Context: an optimization exercise on an open-source flow, tuned for small area, a short achievable clock period and few clock cycles. The choices shown serve that exercise and are no tape-out recipe. No functional check of the RTL was part of any run shown here. No activity file was given, so power comes from the tool's default toggle rates.

$ cat design/flow/design.v
`default_nettype none
package isp_pkg;
    localparam int BEATS_PER_PIC  = 192;
    localparam int PIX_PER_BEAT   = 16;
    localparam int PLANE_BEATS    = 64;
    localparam int WIN_SIZE       = 6;
    localparam int WIN_FIRST_ROW  = 13;
    localparam int WIN_FIRST_COL  = 13;
    localparam int EXPO_SHIFT     = 10;
    localparam int RESULT_LATENCY = 16;
    typedef logic [7:0]   pixel_t;
    typedef logic [127:0] beat_t;
    typedef logic [7:0]   beat_idx_t;
    typedef logic [1:0]   ratio_t;
    typedef logic [7:0]   result_t;
    typedef logic [13:0]  diff_sum_t;
endpackage
`default_nettype wire
`timescale 1ns/1ps
`default_nettype none
module isp_exposure_acc (
    input  logic          clk,
    input  logic [127:0]  x,
    output logic [10:0]   sa,
    output logic [10:0]   sb
);
    logic s1;
    logic c2;
    logic s3;
    logic c4;
    logic s5;
    logic c6;
    logic s7;
    logic c8;
    logic s9;
    logic c10;
    logic s11;
    logic c12;
    logic s13;
    logic c14;
    logic s15;
    logic c16;
    logic s17;
    logic c18;
    logic s19;
    logic c20;
    logic s21;
    logic c22;
    logic s23;
    logic c24;
    logic s25;
    logic c26;
    logic s27;
    logic c28;
    logic s29;
    logic c30;
    logic s31;
    logic c32;
    logic s33;
    logic c34;
    logic s35;
    logic c36;
    logic s37;
    logic c38;
    logic s39;
    logic c40;
    logic s41;
    logic c42;
    logic s43;
    logic c44;
    logic s45;
    logic c46;
    logic s47;
    logic c48;
    logic s49;
    logic c50;
    logic s51;
    logic c52;
    logic s53;
    logic c54;
    logic s55;
    logic c56;
    logic s57;
    logic c58;
    logic s59;
    logic c60;
    logic s61;
    logic c62;
    logic s63;
    logic c64;
    logic s65;
    logic c66;
    logic s67;
    logic c68;
    logic s69;
    logic c70;
    logic s71;
    logic c72;
    logic s73;
    logic c74;
    logic s75;
    logic c76;
    logic s77;
    logic c78;
    logic s79;
    logic c80;
    logic s81;
    logic c82;
    logic s83;
    logic c84;
    logic s85;
    logic c86;
    logic s87;
    logic c88;
    logic s89;
    logic c90;
    logic s91;
    logic c92;
    logic s93;
    logic c94;
    logic s95;
    logic c96;
    logic s97;
    logic c98;
    logic s99;
    logic c100;
    logic s101;
    logic c102;
    logic s103;
    logic c104;
    logic s105;
    logic c106;
    logic s107;
    logic c108;
    logic s109;
    logic c110;
    logic s111;
    logic c112;
    logic s113;
    logic c114;
    logic s115;
    logic c116;
    logic s117;
    logic c118;
    logic s119;
    logic c120;
    logic s121;
    logic c122;
    logic s123;
    logic c124;
    logic s125;
    logic c126;
    logic s127;
    logic c128;
    logic s129;
    logic c130;
    logic s131;
    logic c132;
    logic s133;
    logic c134;
    logic s135;
    logic c136;
    logic s137;
    logic c138;
    logic s139;
    logic c140;
    logic s141;
    logic c142;
    logic s143;
    logic c144;
    logic s145;
    logic c146;
    logic s147;
    logic c148;
    logic s149;
    logic c150;
    logic s151;
    logic c152;
    logic s153;
    logic c154;
    logic q155;
    logic q156;
    logic q157;
    logic q158;
    logic q159;
    logic q160;
    logic q161;
    logic q162;
    logic q163;
    logic q164;
    logic q165;
    logic q166;
    logic q167;
    logic q168;
    logic q169;
    logic q170;
    logic q171;
    logic q172;
    logic q173;
    logic q174;
    logic q175;
    logic q176;
    logic q177;
    logic q178;
    logic q179;
    logic q180;
    logic q181;
    logic q182;
    logic q183;
    logic q184;
    logic q185;
    logic q186;
    logic q187;
    logic q188;
    logic q189;
    logic q190;
    logic q191;
    logic q192;
    logic q193;
    logic q194;
    logic q195;
    logic q196;
    logic q197;
    logic q198;
    logic q199;
    logic q200;
    logic q201;
    logic q202;
    logic q203;
    logic q204;
    logic q205;
    logic q206;
    logic q207;
    logic q208;
    logic q209;
    logic q210;
    logic s211;
    logic c212;
    logic s213;
    logic c214;
    logic s215;
    logic c216;
    logic s217;
    logic c218;
    logic s219;
    logic c220;
    logic s221;
    logic c222;
    logic s223;
    logic c224;
    logic s225;
    logic c226;
    logic s227;
    logic c228;
    logic s229;
    logic c230;
    logic s231;
    logic c232;
    logic s233;
    logic c234;
    logic s235;
    logic c236;
    logic s237;
    logic c238;
    logic s239;
    logic c240;
    logic s241;
    logic c242;
    logic s243;
    logic c244;
    logic s245;
    logic c246;
    logic s247;
    logic c248;
    logic s249;
    logic c250;
    logic s251;
    logic c252;
    logic s253;
    logic c254;
    logic s255;
    logic c256;
    logic s257;
    logic c258;
    logic s259;
    logic c260;
    logic s261;
    logic c262;
    logic s263;
    logic c264;
    logic s265;
    logic c266;
    logic s267;
    logic c268;
    logic s269;
    logic c270;
    logic s271;
    logic c272;
    logic s273;
    logic c274;
    logic s275;
    logic c276;
    logic s277;
    logic c278;
    logic s279;
    logic c280;
    logic s281;
    logic c282;
    logic s283;
    logic c284;
    assign s1 = x[0] ^ x[8] ^ x[16];
    assign c2 = (x[0] & x[8]) | (x[0] & x[16]) | (x[8] & x[16]);
    assign s3 = x[24] ^ x[32];
    assign c4 = x[24] & x[32];
    assign s5 = x[1] ^ x[9] ^ x[17];
    assign c6 = (x[1] & x[9]) | (x[1] & x[17]) | (x[9] & x[17]);
    assign s7 = x[25] ^ x[33] ^ x[41];
    assign c8 = (x[25] & x[33]) | (x[25] & x[41]) | (x[33] & x[41]);
    assign s9 = x[49] ^ x[57];
    assign c10 = x[49] & x[57];
    assign s11 = x[2] ^ x[10] ^ x[18];
    assign c12 = (x[2] & x[10]) | (x[2] & x[18]) | (x[10] & x[18]);
    assign s13 = x[26] ^ x[34] ^ x[42];
    assign c14 = (x[26] & x[34]) | (x[26] & x[42]) | (x[34] & x[42]);
    assign s15 = x[50] ^ x[58] ^ x[66];
    assign c16 = (x[50] & x[58]) | (x[50] & x[66]) | (x[58] & x[66]);
    assign s17 = x[3] ^ x[11] ^ x[19];
    assign c18 = (x[3] & x[11]) | (x[3] & x[19]) | (x[11] & x[19]);
    assign s19 = x[27] ^ x[35] ^ x[43];
    assign c20 = (x[27] & x[35]) | (x[27] & x[43]) | (x[35] & x[43]);
    assign s21 = x[51] ^ x[59] ^ x[67];
    assign c22 = (x[51] & x[59]) | (x[51] & x[67]) | (x[59] & x[67]);
    assign s23 = x[4] ^ x[12] ^ x[20];
    assign c24 = (x[4] & x[12]) | (x[4] & x[20]) | (x[12] & x[20]);
    assign s25 = x[28] ^ x[36] ^ x[44];
    assign c26 = (x[28] & x[36]) | (x[28] & x[44]) | (x[36] & x[44]);
    assign s27 = x[52] ^ x[60] ^ x[68];
    assign c28 = (x[52] & x[60]) | (x[52] & x[68]) | (x[60] & x[68]);
    assign s29 = x[5] ^ x[13] ^ x[21];
    assign c30 = (x[5] & x[13]) | (x[5] & x[21]) | (x[13] & x[21]);
    assign s31 = x[29] ^ x[37] ^ x[45];
    assign c32 = (x[29] & x[37]) | (x[29] & x[45]) | (x[37] & x[45]);
    assign s33 = x[53] ^ x[61] ^ x[69];
    assign c34 = (x[53] & x[61]) | (x[53] & x[69]) | (x[61] & x[69]);
    assign s35 = x[6] ^ x[14] ^ x[22];
    assign c36 = (x[6] & x[14]) | (x[6] & x[22]) | (x[14] & x[22]);
    assign s37 = x[30] ^ x[38] ^ x[46];
    assign c38 = (x[30] & x[38]) | (x[30] & x[46]) | (x[38] & x[46]);
    assign s39 = x[54] ^ x[62] ^ x[70];
    assign c40 = (x[54] & x[62]) | (x[54] & x[70]) | (x[62] & x[70]);
    assign s41 = x[7] ^ x[15] ^ x[23];
    assign c42 = (x[7] & x[15]) | (x[7] & x[23]) | (x[15] & x[23]);
    assign s43 = x[31] ^ x[39] ^ x[47];
    assign c44 = (x[31] & x[39]) | (x[31] & x[47]) | (x[39] & x[47]);
    assign s45 = x[55] ^ x[63] ^ x[71];
    assign c46 = (x[55] & x[63]) | (x[55] & x[71]) | (x[63] & x[71]);
    assign s47 = s1 ^ s3 ^ x[40];
    assign c48 = (s1 & s3) | (s1 & x[40]) | (s3 & x[40]);
    assign s49 = x[48] ^ x[56] ^ x[64];
    assign c50 = (x[48] & x[56]) | (x[48] & x[64]) | (x[56] & x[64]);
    assign s51 = s5 ^ s7 ^ s9;
    assign c52 = (s5 & s7) | (s5 & s9) | (s7 & s9);
    assign s53 = x[65] ^ x[73] ^ x[81];
    assign c54 = (x[65] & x[73]) | (x[65] & x[81]) | (x[73] & x[81]);
    assign s55 = x[89] ^ x[97] ^ x[105];
    assign c56 = (x[89] & x[97]) | (x[89] & x[105]) | (x[97] & x[105]);
    assign s57 = s11 ^ s13 ^ s15;
    assign c58 = (s11 & s13) | (s11 & s15) | (s13 & s15);
    assign s59 = x[74] ^ x[82] ^ x[90];
    assign c60 = (x[74] & x[82]) | (x[74] & x[90]) | (x[82] & x[90]);
    assign s61 = x[98] ^ x[106] ^ x[114];
    assign c62 = (x[98] & x[106]) | (x[98] & x[114]) | (x[106] & x[114]);
    assign s63 = x[122] ^ c6;
    assign c64 = x[122] & c6;
    assign s65 = s17 ^ s19 ^ s21;
    assign c66 = (s17 & s19) | (s17 & s21) | (s19 & s21);
    assign s67 = x[75] ^ x[83] ^ x[91];
    assign c68 = (x[75] & x[83]) | (x[75] & x[91]) | (x[83] & x[91]);
    assign s69 = x[99] ^ x[107] ^ x[115];
    assign c70 = (x[99] & x[107]) | (x[99] & x[115]) | (x[107] & x[115]);
    assign s71 = x[123] ^ c12 ^ c14;
    assign c72 = (x[123] & c12) | (x[123] & c14) | (c12 & c14);
    assign s73 = s23 ^ s25 ^ s27;
    assign c74 = (s23 & s25) | (s23 & s27) | (s25 & s27);
    assign s75 = x[76] ^ x[84] ^ x[92];
    assign c76 = (x[76] & x[84]) | (x[76] & x[92]) | (x[84] & x[92]);
    assign s77 = x[100] ^ x[108] ^ x[116];
    assign c78 = (x[100] & x[108]) | (x[100] & x[116]) | (x[108] & x[116]);
    assign s79 = x[124] ^ c18 ^ c20;
    assign c80 = (x[124] & c18) | (x[124] & c20) | (c18 & c20);
    assign s81 = s29 ^ s31 ^ s33;
    assign c82 = (s29 & s31) | (s29 & s33) | (s31 & s33);
    assign s83 = x[77] ^ x[85] ^ x[93];
    assign c84 = (x[77] & x[85]) | (x[77] & x[93]) | (x[85] & x[93]);
    assign s85 = x[101] ^ x[109] ^ x[117];
    assign c86 = (x[101] & x[109]) | (x[101] & x[117]) | (x[109] & x[117]);
    assign s87 = x[125] ^ c24 ^ c26;
    assign c88 = (x[125] & c24) | (x[125] & c26) | (c24 & c26);
    assign s89 = s35 ^ s37 ^ s39;
    assign c90 = (s35 & s37) | (s35 & s39) | (s37 & s39);
    assign s91 = x[78] ^ x[86] ^ x[94];
    assign c92 = (x[78] & x[86]) | (x[78] & x[94]) | (x[86] & x[94]);
    assign s93 = x[102] ^ x[110] ^ x[118];
    assign c94 = (x[102] & x[110]) | (x[102] & x[118]) | (x[110] & x[118]);
    assign s95 = x[126] ^ c30 ^ c32;
    assign c96 = (x[126] & c30) | (x[126] & c32) | (c30 & c32);
    assign s97 = s41 ^ s43 ^ s45;
    assign c98 = (s41 & s43) | (s41 & s45) | (s43 & s45);
    assign s99 = x[79] ^ x[87] ^ x[95];
    assign c100 = (x[79] & x[87]) | (x[79] & x[95]) | (x[87] & x[95]);
    assign s101 = x[103] ^ x[111] ^ x[119];
    assign c102 = (x[103] & x[111]) | (x[103] & x[119]) | (x[111] & x[119]);
    assign s103 = x[127] ^ c36 ^ c38;
    assign c104 = (x[127] & c36) | (x[127] & c38) | (c36 & c38);
    assign s105 = s47 ^ s49 ^ x[72];
    assign c106 = (s47 & s49) | (s47 & x[72]) | (s49 & x[72]);
    assign s107 = x[80] ^ x[88];
    assign c108 = x[80] & x[88];
    assign s109 = s51 ^ s53 ^ s55;
    assign c110 = (s51 & s53) | (s51 & s55) | (s53 & s55);
    assign s111 = x[113] ^ x[121] ^ c2;
    assign c112 = (x[113] & x[121]) | (x[113] & c2) | (x[121] & c2);
    assign s113 = c4 ^ c48;
    assign c114 = c4 & c48;
    assign s115 = s57 ^ s59 ^ s61;
    assign c116 = (s57 & s59) | (s57 & s61) | (s59 & s61);
    assign s117 = s63 ^ c8 ^ c10;
    assign c118 = (s63 & c8) | (s63 & c10) | (c8 & c10);
    assign s119 = c52 ^ c54 ^ c56;
    assign c120 = (c52 & c54) | (c52 & c56) | (c54 & c56);
    assign s121 = s65 ^ s67 ^ s69;
    assign c122 = (s65 & s67) | (s65 & s69) | (s67 & s69);
    assign s123 = s71 ^ c16 ^ c58;
    assign c124 = (s71 & c16) | (s71 & c58) | (c16 & c58);
    assign s125 = c60 ^ c62 ^ c64;
    assign c126 = (c60 & c62) | (c60 & c64) | (c62 & c64);
    assign s127 = s73 ^ s75 ^ s77;
    assign c128 = (s73 & s75) | (s73 & s77) | (s75 & s77);
    assign s129 = s79 ^ c22 ^ c66;
    assign c130 = (s79 & c22) | (s79 & c66) | (c22 & c66);
    assign s131 = c68 ^ c70 ^ c72;
    assign c132 = (c68 & c70) | (c68 & c72) | (c70 & c72);
    assign s133 = s81 ^ s83 ^ s85;
    assign c134 = (s81 & s83) | (s81 & s85) | (s83 & s85);
    assign s135 = s87 ^ c28 ^ c74;
    assign c136 = (s87 & c28) | (s87 & c74) | (c28 & c74);
    assign s137 = c76 ^ c78 ^ c80;
    assign c138 = (c76 & c78) | (c76 & c80) | (c78 & c80);
    assign s139 = s89 ^ s91 ^ s93;
    assign c140 = (s89 & s91) | (s89 & s93) | (s91 & s93);
    assign s141 = s95 ^ c34 ^ c82;
    assign c142 = (s95 & c34) | (s95 & c82) | (c34 & c82);
    assign s143 = c84 ^ c86 ^ c88;
    assign c144 = (c84 & c86) | (c84 & c88) | (c86 & c88);
    assign s145 = s97 ^ s99 ^ s101;
    assign c146 = (s97 & s99) | (s97 & s101) | (s99 & s101);
    assign s147 = s103 ^ c40 ^ c90;
    assign c148 = (s103 & c40) | (s103 & c90) | (c40 & c90);
    assign s149 = c92 ^ c94 ^ c96;
    assign c150 = (c92 & c94) | (c92 & c96) | (c94 & c96);
    assign s151 = c42 ^ c44 ^ c46;
    assign c152 = (c42 & c44) | (c42 & c46) | (c44 & c46);
    assign s153 = c98 ^ c100 ^ c102;
    assign c154 = (c98 & c100) | (c98 & c102) | (c100 & c102);
    assign s211 = q155 ^ q156 ^ q157;
    assign c212 = (q155 & q156) | (q155 & q157) | (q156 & q157);
    assign s213 = q161 ^ q162 ^ q163;
    assign c214 = (q161 & q162) | (q161 & q163) | (q162 & q163);
    assign s215 = q164 ^ q165;
    assign c216 = q164 & q165;
    assign s217 = q167 ^ q168 ^ q169;
    assign c218 = (q167 & q168) | (q167 & q169) | (q168 & q169);
    assign s219 = q170 ^ q171 ^ q172;
    assign c220 = (q170 & q171) | (q170 & q172) | (q171 & q172);
    assign s221 = q173 ^ q174 ^ q175;
    assign c222 = (q173 & q174) | (q173 & q175) | (q174 & q175);
    assign s223 = q176 ^ q177 ^ q178;
    assign c224 = (q176 & q177) | (q176 & q178) | (q177 & q178);
    assign s225 = q179 ^ q180 ^ q181;
    assign c226 = (q179 & q180) | (q179 & q181) | (q180 & q181);
    assign s227 = q182 ^ q183 ^ q184;
    assign c228 = (q182 & q183) | (q182 & q184) | (q183 & q184);
    assign s229 = q185 ^ q186 ^ q187;
    assign c230 = (q185 & q186) | (q185 & q187) | (q186 & q187);
    assign s231 = q188 ^ q189 ^ q190;
    assign c232 = (q188 & q189) | (q188 & q190) | (q189 & q190);
    assign s233 = q191 ^ q192 ^ q193;
    assign c234 = (q191 & q192) | (q191 & q193) | (q192 & q193);
    assign s235 = q194 ^ q195 ^ q196;
    assign c236 = (q194 & q195) | (q194 & q196) | (q195 & q196);
    assign s237 = q197 ^ q198 ^ q199;
    assign c238 = (q197 & q198) | (q197 & q199) | (q198 & q199);
    assign s239 = q200 ^ q201 ^ q202;
    assign c240 = (q200 & q201) | (q200 & q202) | (q201 & q202);
    assign s241 = q203 ^ q204 ^ q205;
    assign c242 = (q203 & q204) | (q203 & q205) | (q204 & q205);
    assign s243 = q206 ^ q207 ^ q208;
    assign c244 = (q206 & q207) | (q206 & q208) | (q207 & q208);
    assign s245 = s211 ^ q158;
    assign c246 = s211 & q158;
    assign s247 = s213 ^ s215 ^ q166;
    assign c248 = (s213 & s215) | (s213 & q166) | (s215 & q166);
    assign s249 = s217 ^ s219 ^ c214;
    assign c250 = (s217 & s219) | (s217 & c214) | (s219 & c214);
    assign s251 = s221 ^ s223 ^ c218;
    assign c252 = (s221 & s223) | (s221 & c218) | (s223 & c218);
    assign s253 = s225 ^ s227 ^ c222;
    assign c254 = (s225 & s227) | (s225 & c222) | (s227 & c222);
    assign s255 = s229 ^ s231 ^ c226;
    assign c256 = (s229 & s231) | (s229 & c226) | (s231 & c226);
    assign s257 = s233 ^ s235 ^ c230;
    assign c258 = (s233 & s235) | (s233 & c230) | (s235 & c230);
    assign s259 = s237 ^ s239 ^ c234;
    assign c260 = (s237 & s239) | (s237 & c234) | (s239 & c234);
    assign s261 = s241 ^ s243 ^ c238;
    assign c262 = (s241 & s243) | (s241 & c238) | (s243 & c238);
    assign s263 = q209 ^ q210 ^ c242;
    assign c264 = (q209 & q210) | (q209 & c242) | (q210 & c242);
    assign s265 = s245 ^ q159;
    assign c266 = s245 & q159;
    assign s267 = s247 ^ c212 ^ c246;
    assign c268 = (s247 & c212) | (s247 & c246) | (c212 & c246);
    assign s269 = s249 ^ c216 ^ c248;
    assign c270 = (s249 & c216) | (s249 & c248) | (c216 & c248);
    assign s271 = s251 ^ c220 ^ c250;
    assign c272 = (s251 & c220) | (s251 & c250) | (c220 & c250);
    assign s273 = s253 ^ c224 ^ c252;
    assign c274 = (s253 & c224) | (s253 & c252) | (c224 & c252);
    assign s275 = s255 ^ c228 ^ c254;
    assign c276 = (s255 & c228) | (s255 & c254) | (c228 & c254);
    assign s277 = s257 ^ c232 ^ c256;
    assign c278 = (s257 & c232) | (s257 & c256) | (c232 & c256);
    assign s279 = s259 ^ c236 ^ c258;
    assign c280 = (s259 & c236) | (s259 & c258) | (c236 & c258);
    assign s281 = s261 ^ c240 ^ c260;
    assign c282 = (s261 & c240) | (s261 & c260) | (c240 & c260);
    assign s283 = s263 ^ c244 ^ c262;
    assign c284 = (s263 & c244) | (s263 & c262) | (c244 & c262);
    always_ff @(posedge clk) begin
        q155 <= s105;
        q156 <= s107;
        q157 <= x[96];
        q158 <= x[104];
        q159 <= x[112];
        q160 <= x[120];
        q161 <= s109;
        q162 <= s111;
        q163 <= s113;
        q164 <= c50;
        q165 <= c106;
        q166 <= c108;
        q167 <= s115;
        q168 <= s117;
        q169 <= s119;
        q170 <= c110;
        q171 <= c112;
        q172 <= c114;
        q173 <= s121;
        q174 <= s123;
        q175 <= s125;
        q176 <= c116;
        q177 <= c118;
        q178 <= c120;
        q179 <= s127;
        q180 <= s129;
        q181 <= s131;
        q182 <= c122;
        q183 <= c124;
        q184 <= c126;
        q185 <= s133;
        q186 <= s135;
        q187 <= s137;
        q188 <= c128;
        q189 <= c130;
        q190 <= c132;
        q191 <= s139;
        q192 <= s141;
        q193 <= s143;
        q194 <= c134;
        q195 <= c136;
        q196 <= c138;
        q197 <= s145;
        q198 <= s147;
        q199 <= s149;
        q200 <= c140;
        q201 <= c142;
        q202 <= c144;
        q203 <= s151;
        q204 <= s153;
        q205 <= c104;
        q206 <= c146;
        q207 <= c148;
        q208 <= c150;
        q209 <= c152;
        q210 <= c154;
        sa <= {c264, s283, s281, s279, s277, s275, s273, s271, s269, s267, s265};
        sb <= {c284, c282, c280, c278, c276, c274, c272, c270, c268, c266, q160};
    end
endmodule
`default_nettype wire
`timescale 1ns/1ps
`default_nettype none
module isp_top (
    input  logic             clk,
    input  logic             rst_n,
    input  logic             in_valid,
    input  logic             in_mode,
    input  isp_pkg::ratio_t  in_ratio_mode,
    input  logic             pix_valid,
    input  isp_pkg::beat_t   pix_data,
    output logic             busy,
    output logic             out_valid,
    output isp_pkg::result_t out_data
);
    logic [7:0] bcnt;       
    logic       mode_q;
    logic [1:0] ratio_q;
    logic       busy_q;
    logic       rmode;      
    logic [1:0] rratio;
    logic       last0;
    assign last0 = pix_valid && (bcnt == 8'd191);
    always_ff @(posedge clk or negedge rst_n) begin
        if (!rst_n) begin
            bcnt    <= '0;
            mode_q  <= 1'b0;
            ratio_q <= '0;
            busy_q  <= 1'b0;
            rmode   <= 1'b0;
            rratio  <= '0;
        end else begin
            if (in_valid) begin
                bcnt    <= '0;
                mode_q  <= in_mode;
                ratio_q <= in_ratio_mode;
                busy_q  <= 1'b1;
            end else if (pix_valid) begin
                bcnt <= last0 ? 8'd0 : bcnt + 8'd1;
                if (last0) begin
                    busy_q <= 1'b0;
                end
            end
            if (last0) begin
                rmode  <= mode_q;
                rratio <= ratio_q;
            end
        end
    end
    assign busy = busy_q;
    logic red0, green0, blue0, wrow0;
    assign red0   = (bcnt[7:6] == 2'd0);
    assign green0 = (bcnt[7:6] == 2'd1);
    assign blue0  = (bcnt[7:6] == 2'd2);
    assign wrow0  = (bcnt[5:0] >= 6'd26) && (bcnt[5:0] <= 6'd37);
    logic       sat;
    logic [3:0] thr;
    logic [7:0] colmask0;
    logic [127:0] xbits;
    assign sat = mode_q && (ratio_q == 2'd3);
    assign thr = green0 ? 4'(3 - ratio_q) : 4'(4 - ratio_q);
    always_comb begin
        for (int j = 0; j < 8; j++) begin
            colmask0[j] = (4'(j) >= thr) && !(sat && j == 7);
        end
        for (int i = 0; i < 16; i++) begin
            for (int j = 0; j < 8; j++) begin
                xbits[8*i + j] = colmask0[j] && (pix_data[8*i + j] || (j < 7 && sat && pix_data[8*i + 7]));
            end
        end
    end
    logic [10:0] sa, sb;
    isp_exposure_acc i_tree (
        .clk (clk),
        .x   (xbits),
        .sa  (sa),
        .sb  (sb)
    );
    logic        v1, v2, e3;
    logic        first1, first2, last1, last2, g1, g2;
    logic [18:0] acc;     
    always_ff @(posedge clk or negedge rst_n) begin
        if (!rst_n) begin
            v1    <= 1'b0;
            v2    <= 1'b0;
            last1 <= 1'b0;
            last2 <= 1'b0;
            e3    <= 1'b0;
        end else begin
            v1    <= pix_valid;
            v2    <= v1;
            last1 <= last0;
            last2 <= last1;
            e3    <= v2 && last2;
        end
    end
    always_ff @(posedge clk) begin
        first1 <= pix_valid && (bcnt == 8'd0);
        first2 <= first1;
        g1     <= green0;
        g2     <= g1;
        if (v2) begin
            acc <= (first2 ? 19'd0 : acc)
                 + (g2 ? 19'(sa) : 19'(sa[10:1]))
                 + (g2 ? 19'(sb) : 19'(sb[10:1]));
        end
    end
    logic [7:0] expo_res;
    always_comb begin
        case (rratio)
            2'd0:    expo_res = {2'b0, acc[18:13]};
            2'd1:    expo_res = {1'b0, acc[18:12]};
            2'd2:    expo_res = acc[18:11];
            default: expo_res = acc[17:10];
        endcase
    end
    logic       wv1, wred1, wend1;
    logic [6:0] wp1 [3];
    always_ff @(posedge clk or negedge rst_n) begin
        if (!rst_n) begin
            wv1    <= 1'b0;
            wend1  <= 1'b0;
        end else begin
            wv1    <= pix_valid && !mode_q && wrow0;
            wend1  <= pix_valid && !mode_q && blue0 && (bcnt[5:0] == 6'd37);
        end
    end
    always_ff @(posedge clk) begin
        wred1 <= red0;
        for (int j = 0; j < 3; j++) begin
            if (bcnt[0]) begin
                wp1[j] <= green0 ? pix_data[8*j + 1 +: 7] : {1'b0, pix_data[8*j + 2 +: 6]};
            end else begin
                wp1[j] <= green0 ? pix_data[8*(13 + j) + 1 +: 7] : {1'b0, pix_data[8*(13 + j) + 2 +: 6]};
            end
        end
    end
    logic [7:0] ch [3][12];
    logic       pact;         
    logic [4:0] pcnt;
    logic       chain_en;
    assign chain_en = wv1 || pact;
    always_ff @(posedge clk) begin
        if (chain_en) begin
            for (int j = 0; j < 3; j++) begin
                ch[j][0] <= (wred1 && wv1 ? 8'd0 : ch[j][11]) + (wv1 ? 8'(wp1[j]) : 8'd0);
                for (int k = 1; k < 12; k++) begin
                    ch[j][k] <= ch[j][k-1];
                end
            end
        end
    end
    logic       phb;           
    logic [3:0] e;             
    logic [2:0] r;
    logic       h;
    logic       r14, r13, r23, r2;
    logic [7:0] opa [3];
    logic [7:0] opb [3];
    logic       val [3];
    logic       c4  [3];
    logic       c2  [3];
    assign phb = (pcnt < 5'd12);
    assign e   = phb ? pcnt[3:0] : 4'(pcnt - 5'd12);
    assign r   = e[3:1];
    assign h   = e[0];
    assign r14 = (r >= 3'd1) && (r <= 3'd4);
    assign r13 = (r >= 3'd1) && (r <= 3'd3);
    assign r23 = (r == 3'd2) || (r == 3'd3);
    assign r2  = (r == 3'd2);
    always_comb begin
        for (int j = 0; j < 3; j++) begin
            opa[j] = ch[j][11];
        end
        if (phb) begin
            opb[0] = ch[1][11];
            opb[1] = ch[2][11];
            opb[2] = ch[0][10];
            val[0] = 1'b1;       c4[0] = h && r14;   c2[0] = 1'b0;
            val[1] = 1'b1;       c4[1] = !h && r14;  c2[1] = 1'b0;
            val[2] = !h;         c4[2] = !h && r14;  c2[2] = !h && r23;
        end else begin
            opb[0] = ch[0][9];
            opb[1] = ch[1][9];
            opb[2] = ch[2][9];
            val[0] = 1'b1;       c4[0] = h && r13;   c2[0] = h && r2;
            val[1] = 1'b1;       c4[1] = r13;        c2[1] = 1'b0;
            val[2] = 1'b1;       c4[2] = !h && r13;  c2[2] = !h && r2;
        end
    end
    logic [7:0] dq  [3];
    logic       iq  [3];
    logic       q4m [3];
    logic       q2m [3];
    logic [8:0] sd [3];
    always_comb begin
        for (int j = 0; j < 3; j++) begin
            sd[j] = {1'b0, opa[j]} + {1'b0, ~opb[j]};
        end
    end
    always_ff @(posedge clk) begin
        for (int j = 0; j < 3; j++) begin
            dq[j]  <= (pact && val[j]) ? (sd[j][7:0] ^ {8{!sd[j][8]}}) : 8'd0;
            iq[j]  <= pact && val[j] && sd[j][8];
            q4m[j] <= c4[j];
            q2m[j] <= c2[j];
        end
    end
    logic [13:0] s6, s4;
    logic [9:0]  s2;
    logic        pstart;
    assign pstart = wv1 && wend1;
    always_ff @(posedge clk) begin
        if (pstart) begin
            s6 <= '0;
            s4 <= '0;
            s2 <= '0;
        end else begin
            s6 <= s6 + 14'(dq[0]) + 14'(dq[1]) + 14'(dq[2])
                     + 14'(iq[0]) + 14'(iq[1]) + 14'(iq[2]);
            s4 <= s4 + (q4m[0] ? 14'(dq[0]) + 14'(iq[0]) : 14'd0)
                     + (q4m[1] ? 14'(dq[1]) + 14'(iq[1]) : 14'd0)
                     + (q4m[2] ? 14'(dq[2]) + 14'(iq[2]) : 14'd0);
            s2 <= s2 + (q2m[0] ? 10'(dq[0]) + 10'(iq[0]) : 10'd0)
                     + (q2m[2] ? 10'(dq[2]) + 10'(iq[2]) : 10'd0);
        end
    end
    logic pd1, pd2, pd3, fdone;
    logic [1:0] fres;
    always_ff @(posedge clk or negedge rst_n) begin
        if (!rst_n) begin
            pact <= 1'b0;
            pcnt <= '0;
            pd1  <= 1'b0;
            pd2  <= 1'b0;
            pd3  <= 1'b0;
        end else begin
            if (pstart) begin
                pact <= 1'b1;
                pcnt <= '0;
            end else if (pact) begin
                pcnt <= pcnt + 5'd1;
                if (pcnt == 5'd21) begin
                    pact <= 1'b0;
                end
            end
            pd1 <= pact && (pcnt == 5'd21);
            pd2 <= pd1;
            pd3 <= pd2;
        end
    end
    logic [7:0]  q2;
    logic [9:0]  q4;
    logic [15:0] lim2, lim4;
    assign q2   = s2[9:2];
    assign q4   = s4[13:4];
    assign lim2 = (16'(q2) << 5) + (16'(q2) << 2) + 16'd36;
    assign lim4 = (16'(q4) << 5) + (16'(q4) << 2) + 16'd36;
    logic ca, cb, cc;
    always_ff @(posedge clk) begin
        if (pd2) begin
            ca <= {2'b0, q2} >= q4;
            cb <= 16'(s6) < lim2;
            cc <= 16'(s6) < lim4;
        end
        if (pd3) begin
            fres <= (ca && cb) ? 2'd0 : (cc ? 2'd1 : 2'd2);
        end
    end
    logic pend, fire;
    assign fire = (e3 || pend) && (rmode || fdone);
    always_ff @(posedge clk or negedge rst_n) begin
        if (!rst_n) begin
            pend      <= 1'b0;
            fdone     <= 1'b0;
            out_valid <= 1'b0;
            out_data  <= '0;
        end else begin
            pend      <= !fire && (pend || e3);
            fdone     <= !fire && (fdone || pd3);
            out_valid <= fire;
            out_data  <= fire ? (rmode ? expo_res : {6'd0, fres}) : 8'd0;
        end
    end
endmodule
`default_nettype wire
$ cat design/flow/run.sh
#!/bin/bash
# synth_recipe.tcl (not shown) runs the flow's synth.tcl, then flattens the netlist and writes it again
# the make line also repeats each setting of config.mk as NAME=value (left out here)
make -C /OpenROAD-flow-scripts/flow DESIGN_CONFIG=/design/flow/config.mk WORK_HOME=/design/flow/orfs CLKGATE_MAP_FILE= SYNTH_SCRIPT=/design/flow/synth_recipe.tcl finish
$ cat design/flow/config.mk
export PLATFORM = sky130hd
export DESIGN_NAME = isp_top
export DESIGN_NICKNAME = isp_top
export VERILOG_FILES = /design/flow/design.v
export SDC_FILE = /design/flow/constraint.sdc
export NUM_CORES = 4
export LEC_CHECK = 0
export CAP_MARGIN = 20
export CORE_MARGIN = 2
export CORE_UTILIZATION = 40
export SETUP_SLACK_MARGIN = 5
export SLEW_MARGIN = 20
$ cat design/flow/constraint.sdc
create_clock -name core_clock -period 8.0 [get_ports {clk}]
set_input_delay 1.6000 -clock core_clock [delete_from_list [all_inputs] [get_ports {clk}]]
set_output_delay 1.6000 -clock core_clock [all_outputs]
set_load 0.01 [all_outputs]
==> results of run 1 <==
==> routing by layer <==
metal | up-vias | GRT usage | part of all wire | routed length (µm)
li1 | 8027 | - | - | -
met2 | 386 | 0.314 | 0.49 | 32400
met3 | 125 | 0.0293 | 0.043 | 2860
met1 | 8383 | 0.247 | 0.44 | 29100
met4 | 2 | 0.0658 | 0.034 | 2290
met5 | - | 0 | 0.00019 | 13
==> placed cells by master (no fill, tap or decap), types with 33 or more instances in the layout <==
cell,instances
nand2_1,81
dfrtp_1,36
dfxtp_1,145
fa_1,117
edfxtp_1,312
o21a_1,104
and2_1,71
fa_2,53
inv_1,131
mux2i_1,33
xnor2_1,72
clkdlybuf4s50_1,70
xor2_1,49
dlygate4sd2_1,59
ha_1,134
nor2_1,132
buf_4,91
clkbuf_16,58
o21ai_0,48
a21oi_1,45
==> worst max-delay path, delay by kind of cell (launching register included) <==
kind	cells	cell delay [ns]
adder cells (fa/ha/maj)	4	1.34
AND/OR/NAND/NOR	6	1.04
AO/OA/AOI/OAI	3	0.47
flip-flops	1	0.36
XOR/XNOR	2	0.27
buffers and inverters	2	0.11
==> kinds of logic after synthesis <==
| group | after synthesis | share of synthesized area |
|---|---|---|
| AOI/OAI and AO/OA | 355 | 0.0876 |
| DFF | 528 | 0.509 |
| xor gates and xnor gates | 130 | 0.0417 |
| and+or+nand+nor | 477 | 0.0866 |
| muxes | 83 | 0.0408 |
| adders and majority gates | 340 | 0.202 |
| buffers and inverters | 228 | 0.0323 |
==> worst min-delay path by stage <==
stage,startpoint,endpoint,slack [ns],cells past startpoint
final,g1,g2,0.32,0
after global routing,first1,first2,0.33,0
after CTS,g1,g2,0.32,0
after detailed placement,g1,g2,0.31,0
after global placement,first1,first2,0.31,0
after floorplan,g1,g2,0.31,0
==> layout make-up <==
type / count / area, µm²
Inverter: 167 / 642
Multi-Input combinational cell: 1387 / 13900
Timing Repair Buffer: 278 / 2710
Fill cell: 5696 / 33300
Antenna cell: 1 / 2.50
Clock inverter: 26 / 226
Tap cell: 873 / 1090
Clock buffer: 78 / 1500
Sequential cell: 528 / 14000
==> metrics by stage <==
step / power, µW / hold slack (ns) / area, µm² / util / std cells
floorplan: 8880 / 0.310 / 27800 / - / 2141
global placement: 10200 / 0.313 / 30000 / 0.446 / 3105
detailed placement: 10400 / 0.312 / 30000 / 0.446 / 3105
CTS: 13700 / 0.324 / 33200 / 0.492 / 3301
global route: 15100 / 0.328 / 34100 / 0.506 / 3338
finish: 14000 / 0.324 / 34100 / 0.506 / 3338
==> flip-flops by register name, indices dropped and copies added, names as in the netlist, 8 cells and up <==
name,flops
s6,14
acc,19
i_tree.sa,11
s2,10
i_tree.sb,11
ch,288
dq,24
bcnt,8
wp1,21
s4,14
out_data,8
==> where the power goes <==
| group | internal (µW) | switching [µW] |
|---|---|---|
| Clock | 1350 | 1060 |
| Combinational | 3430 | 3680 |
| Sequential | 3970 | 530 |
==> what timing repair did <==
action | 4_1_cts | 5_1_grt
setup endpoints to repair | 126 | 170
gates resized for setup | 301 | 147
pin swaps | 138 | 118
hold buffers | 0 | 0
setup buffers | 90 | 32
cloned | 2 | 4
==> results by group, run 1 <==
Critical path
  – Reg2reg path depth: 17
  – RR Startpoint: dq[2][0]
  – Setup slack, reg-to-reg: 4.26 ns
  – Crit path to: s4[10]
  – Crit path kind: flip-flop to flip-flop
  – CP max stage cell: fa_1
  – Critical Path Start Type: flip-flop
  – Crit path cell chain: ha_4 > and3_4 > nand3_4 > nor2_4 > xor2_2 > and2_4 > fa_1 > inv_1 > fa_1 > inv_2 > ha_4 > or3_4 > o22a_1 > o31ai_4 > o21ai_1 > xnor2_1 > nor2_1
  – Worst reg2reg path endpoint: s4[10]
  – Crit path largest cell delay: 0.55 ns
  – Crit. End Element: flip-flop
  – Worst-path maximum fanout: 3
  – Required time of the critical path: 8.46 ns
  – Critical path arrival: 4.20 ns
  – Worst Setup SP: dq[2][0]

Placed design
  – Port Buf Inserts: around 140
  – Pre-CTS setup slack: around 3.5 ns
  – Post-DP HPWL: 48500 µm
  – Placer Congestion: about 0.91

Die
  – Initial core utilization: 0.406
  – Row cnt: 95
  – Core Area: around 67000 µm²
  – Die Area: around 70000 µm²
  – Ports: 145
  – Die extent in y: 265 µm
  – Die W: 265 µm

Power
  – Max VDD drop: approximately 0.00026 V
  – Leakage power: 0.0137 µW
  – Cell Pwr Density: approximately 400 nW/µm²

Global routing
  – Largest net degree at the start of global routing: roughly 130
  – Initial antenna violation count: 3
  – All-Layer GR Usage: 0.187
  – Vias in the first global route: around 18000
  – Total global routing overflow: 0
  – Wire length of the first global-routing pass: about 100000 µm

Synthesis
  – Top cells by area, synth: edfxtp_1 (34%), dfxtp_1 (13%), fa_1 (12%), ha_1 (7.8%), dfrtp_1 (3.8%)
  – Post-synth ARST share: 0.0795
  – Seq/Total Area, Yosys: 0.509
  – Netlist Area Pre-Place: 27300 µm²
  – Top-count cell post-synth: edfxtp_1
  – Synth Register Bits: 528
  – EDFF count, synth: 312
  – Post-synthesis cell count: between 2000 and 2500
  – Synth warnings: 14
  – Top FF cell, synth: edfxtp_1
  – Unique masters post-synth: 67
  – Most frequent cells after synthesis: edfxtp_1 (312), dfxtp_1 (174), fa_1 (170), ha_1 (170), inv_1 (164)
  – Syn_nets: between 2000 and 3000
  – Syn_area_per_cell: 12.8 µm²
  – Proportion of netlist area held by the largest area contributor: 0.343
  – Dominant cell type by area after synthesis: edfxtp_1

STA
  – Slew HR: 0.377
  – Min cycle time layout: ~3.7 ns
  – RSZ-0062 raised after global routing: yes
  – Setup TNS: 0 ns
  – Final setup vio count: 0
  – Slew Viols, Final: 0
  – Actual slew at the worst max-slew pin: 0.935 ns
  – Fmax: 268 MHz
  – Crit share post-route: 0.467
  – Final worst slack: ~4.3 ns
  – Clock Skew: 0.0643 ns
  – Final Hold Fails: 0

Routing
  – Vias per cell: approximately 5
  – DRT Wirelength: 66700 µm
  – Drt pass-1 iters: 7
  – Drt wl/cell: 20.0 µm
  – Via Count: approximately 17000
  – Iteration-0 DRC Markers: 959
  – Routed Antenna Nets: 0
  – Drt drc: 0

CTS
  – H-tree depth: 2
  – CTS sink count: 528
  – Total CTS buffers: 55
  – Clock slew seen by the registers of the worst setup and hold paths: 0.06 ns
  – Root Driver: clkbuf_16
  – CTS tree: yes
  – Worst-skew pair later-pin latency: 0.65 ns
  – CTS Buffer Depth: 3

Run
  – Max_cap viols: 0

Finish
  – Layout area overhead: 24.7%
  – Layout cells sized above 1: 0.235
  – Nets: 2892

Min path
  – Hold crit path type: flip-flop to flip-flop

Status
  – Status: no timing/DRC/antenna violations
==> run 2: changes to the inputs <==
--- a/design/flow/config.mk
+++ b/design/flow/config.mk
@@ -8,5 +8,5 @@
 export CAP_MARGIN = 20
 export CORE_MARGIN = 2
 export CORE_UTILIZATION = 40
-export SETUP_SLACK_MARGIN = 5
+export SETUP_SLACK_MARGIN = 0.2
 export SLEW_MARGIN = 20
==> results by group, run 2 <==
Finish
  – Layout area overhead: 15.9%
  – Post-route insts no fill: 3207 (-3.9%)
  – Filler cell count: 5890 (+3.4%)
  – Nets: 2763 (-4.5%)
  – Most frequent cells in the layout: edfxtp_1 (312), dfxtp_1 (174), fa_1 (170), ha_1 (170), inv_1 (164)
  – Register area: 13900 µm² (-0.51%)
  – ANT cells: 0 (-1)
  – Commonest non-fill, non-tap cell in the layout: edfxtp_1
  – Final core occ: 0.470 (-0.0356)
  – Largest regs: ch x288, dq x24, wp1 x21
  – Multi-input logic area: 12600 µm² (-9.9%)
  – Layout cells sized above 1: 0.0724 (-0.162)
  – Largest reg by FF count: ch
  – Max FFs per register: 288 (unchanged)

Critical path
  – RR Startpoint: iq[0]
  – Setup slack, reg-to-reg: 3.90 ns (-0.36 ns)
  – Crit path to: s4[12]
  – Worst reg2reg path endpoint: s4[12]
  – Critical Path Start Type: flip-flop
  – Crit. End Element: flip-flop
  – Required time of the critical path: 8.48 ns (+0.02 ns)
  – Worst-path maximum fanout: 4 (+1)
  – Reg2reg path depth: 15 (-2)
  – Critical path arrival: 4.58 ns (+0.38 ns)
  – Worst Setup SP: iq[0]
  – Crit path kind: flip-flop to flip-flop

CTS
  – Root Driver: clkbuf_16
  – Post-CTS Hold Buffers: 0 (unchanged)
  – Worst-skew pair later-pin latency: 0.65 ns (about the same)
  – CTS Buffer Depth: 3 (unchanged)
  – Post_cts resized: 0 (-100%)
  – CTS sink count: 528 (unchanged)
  – H-tree depth: 2 (unchanged)
  – CTS tree: yes
  – Postcts setup bufs: 0 (-100%)
  – Clock slew seen by the registers of the worst setup and hold paths: 0.06 ns (about the same)
  – Total CTS buffers: 55 (unchanged)

Synthesis
  – Proportion of netlist area held by the largest area contributor: 0.343 (unchanged)
  – EDFF count, synth: 312 (unchanged)
  – Compound-Gate Fraction of Synth Area: 0.0876 (unchanged)
  – Most frequent cells after synthesis: edfxtp_1 (312), dfxtp_1 (174), fa_1 (170), ha_1 (170), inv_1 (164)
  – Syn_nets: 2616 (unchanged)
  – Largest family of logic cells by synthesized area: adder cells
  – Syn_area_per_cell: 12.8 µm² (unchanged)
  – Top-count cell post-synth: edfxtp_1
  – Netlist Area Pre-Place: 27300 µm² (unchanged)
  – Dominant cell type by area after synthesis: edfxtp_1
  – Post-synth ARST share: 0.0795 (unchanged)
  – Synth Area in Simple Gates: 0.0866 (unchanged)
  – Post-synthesis xor/xnor area fraction: 0.0417 (unchanged)
  – Post-synthesis cell count: 2141 (unchanged)
  – Top cells by area, synth: edfxtp_1 (34%), dfxtp_1 (13%), fa_1 (12%), ha_1 (7.8%), dfrtp_1 (3.8%)
  – Mux cell area share after synthesis: 0.0408 (unchanged)
  – Unique masters post-synth: 67 (unchanged)
  – Seq/Total Area, Yosys: 0.509 (unchanged)
  – Synth Register Bits: 528 (unchanged)
  – Top FF cell, synth: edfxtp_1
  – Synth warnings: 14 (unchanged)
  – Synthesized-area fraction occupied by adder cells: 0.202 (unchanged)

Status
  – Status: no timing/DRC/antenna violations

STA
  – Actual slew at the worst max-slew pin: 1.14 ns (+0.209 ns)
  – Fmax: 244 MHz (-8.9%)
  – Slew Viols, Final: 0 (unchanged)
  – Clock Skew: 0.0556 ns (-0.00861 ns)
  – Setup TNS: 0 ns (unchanged)
  – Crit share post-route: 0.513 (+0.0456)
  – Final setup vio count: 0 (unchanged)
  – Min cycle time layout: 4.10 ns (+0.365 ns)
  – Slew HR: 0.238 (-0.139)
  – RSZ-0062 raised after global routing: no
  – WHS: 0.329 ns (+0.00503 ns)
  – Final Hold Fails: 0 (unchanged)

Routing
  – Routed Antenna Nets: 0 (unchanged)
  – Iteration-0 DRC Markers: 1059 (+10%)
  – DRT Wirelength: 61000 µm (-8.6%)
  – Drt pass-1 iters: 5 (-2)
  – Via Count: 16190 (-4.3%)
  – Drt wl/cell: 19.0 µm (-4.8%)
  – Vias per cell: 5.05 (-0.42%)
  – Drt drc: 0 (unchanged)

Power
  – Max VDD drop: 0.000223 V (-14%)
  – Cell Pwr Density: 409 nW/µm² (-0.59%)
  – Leakage power: 0.0128 µW (-6.4%)

Global routing
  – Total global routing overflow: 0 (unchanged)
  – Wire length of the first global-routing pass: 94800 µm (-6.2%)
  – Vias in the first global route: 16875 (-5.1%)
  – All-Layer GR Usage: 0.175 (-0.0119)
  – Initial antenna violation count: 1 (-2)
  – Largest net degree at the start of global routing: 207 (+62%)

Die
  – Die extent in y: 265 µm (unchanged)
  – Core Area: 67400 µm² (unchanged)
  – Row cnt: 95 (unchanged)
  – Ports: 145 (unchanged)
  – Die W: 265 µm (unchanged)
  – Die Area: 70400 µm² (unchanged)
  – Initial core utilization: 0.406 (unchanged)

Run
  – Max_cap viols: 0 (unchanged)

Placed design
  – Placed instance count: 3104 (-0.032%)
  – Placer Congestion: 0.888 (-2.1%)
  – Port Buf Inserts: 144 (unchanged)
  – Post-DP HPWL: 47000 µm (-3.0%)

Min path
  – Hold crit path type: flip-flop to flip-flop
[run 2: cell count changes in the layout (fill, tap and decap cells not counted), moves of 30 or more]
| cell | previous run | this run |
|---|---|---|
| clkdlybuf4s50_1 | 70 | 143 |
| fa_1 | 117 | 170 |
| ha_1 | 134 | 170 |
| fa_2 | 53 | 0 |
| dlygate4sd2_1 | 59 | 0 |
| inv_2 | 31 | 1 |
| buf_6 | 32 | 0 |
| inv_1 | 131 | 164 |
| buf_4 | 91 | 6 |
[run 2: kinds of logic (layout without fill, tap and decap cells)]
family | Yosys count | count (layout)
compound gates | 355 | 355
simple gates | 477 | 477
xor+xnor | 130 | 130
buf+inv | 228 | 421
fa+ha+maj | 340 | 340
flops | 528 | 528
mux | 83 | 83
[run 2: layer usage]
metal / routed length (µm) / up-vias / GRT usage
met5: 13 / - / 0
met4: 2110 / 2 / 0.0608
met3: 2690 / 112 / 0.0314
met2: 29000 / 346 / 0.293
met1: 27200 / 7966 / 0.230
li1: - / 7764 / -
[run 2: how the worst min path moves through the flow]
stage / to / start / cells past startpoint / slack, ns
floorplan: first2 / first1 / 0 / 0.31
global placement: i_tree.sb[0] / i_tree.q160 / 0 / 0.31
detailed placement: i_tree.sb[0] / i_tree.q160 / 0 / 0.32
CTS: i_tree.sb[0] / i_tree.q160 / 0 / 0.33
global route: first2 / first1 / 0 / 0.34
finish: first2 / first1 / 0 / 0.33
[run 2: area by class of cell]
cell class	count	area share
clock inverter	45	0.0194
timing repair buffer	151	0.0474
multi-input combinational	1385	0.396
clock buffer	58	0.0438
tap	873	0.0345
sequential	528	0.439
inverter	167	0.0199
[run 2: report_power, final]
part | switching, µW | internal, µW | total (µW)
Combinational | 3160 | 2580 | 5740
Clock | 1120 | 1660 | 2780
Sequential | 499 | 3950 | 4450
[run 2: metrics by stage]
| stage | setup WS, ns | power (µW) | area (µm²) |
|---|---|---|---|
| after floorplan | 3.36 | 8780 | 27300 |
| after global placement | 3.62 | 10100 | 29700 |
| after detailed placement | 3.56 | 10300 | 29700 |
| after CTS | 3.88 | 13100 | 31700 |
| after global routing | 3.57 | 14000 | 31700 |
| final | 3.90 | 13000 | 31700 |
[run 2: worst max-delay path: stages, from the launching register on]
cell and delay [ns]:
dfxtp_1 0.37, ha_1 0.21, and3_1 0.16, nand3_1 0.12
nor2_1 0.16, xor2_1 0.09, and2_1 0.19, fa_1 0.53
inv_1 0.05, fa_1 0.49, inv_1 0.04, ha_1 0.22
or3_1 0.40, o31ai_1 0.47, o21ai_0 0.19, a41o_1 0.26

[afterwards: timing with drivers on the ports]
How much do the figures lean on ideal ports? The routed layouts below were timed once more, with nothing changed but the port constraints. Step 1: set_driving_cell puts a clkbuf_16 on clk and a buf_2 on each other input, an assumption about the parent block. Step 2 moves the port delays by t, midway between the first and last clock arrival at a register: inputs arrive t later, outputs are due t later. That takes back most of the time a late clock gives input paths. Slacks: no drivers / after step 1 / after step 2; pairs: no drivers / after step 1.
run | t (ns) | slack for setup (ns) | pins driven straight from the clock port
run 1 | 0.675 | 4.262 / 4.262 / 4.090 | 1
run 2 | 0.674 | 3.897 / 3.897 / 3.558 | 1
After both steps setup and hold are still met in every run listed. For run 2, which loses most, drivers alone change the setup slack by 0.000 ns; drivers and shift together by -0.339 ns.
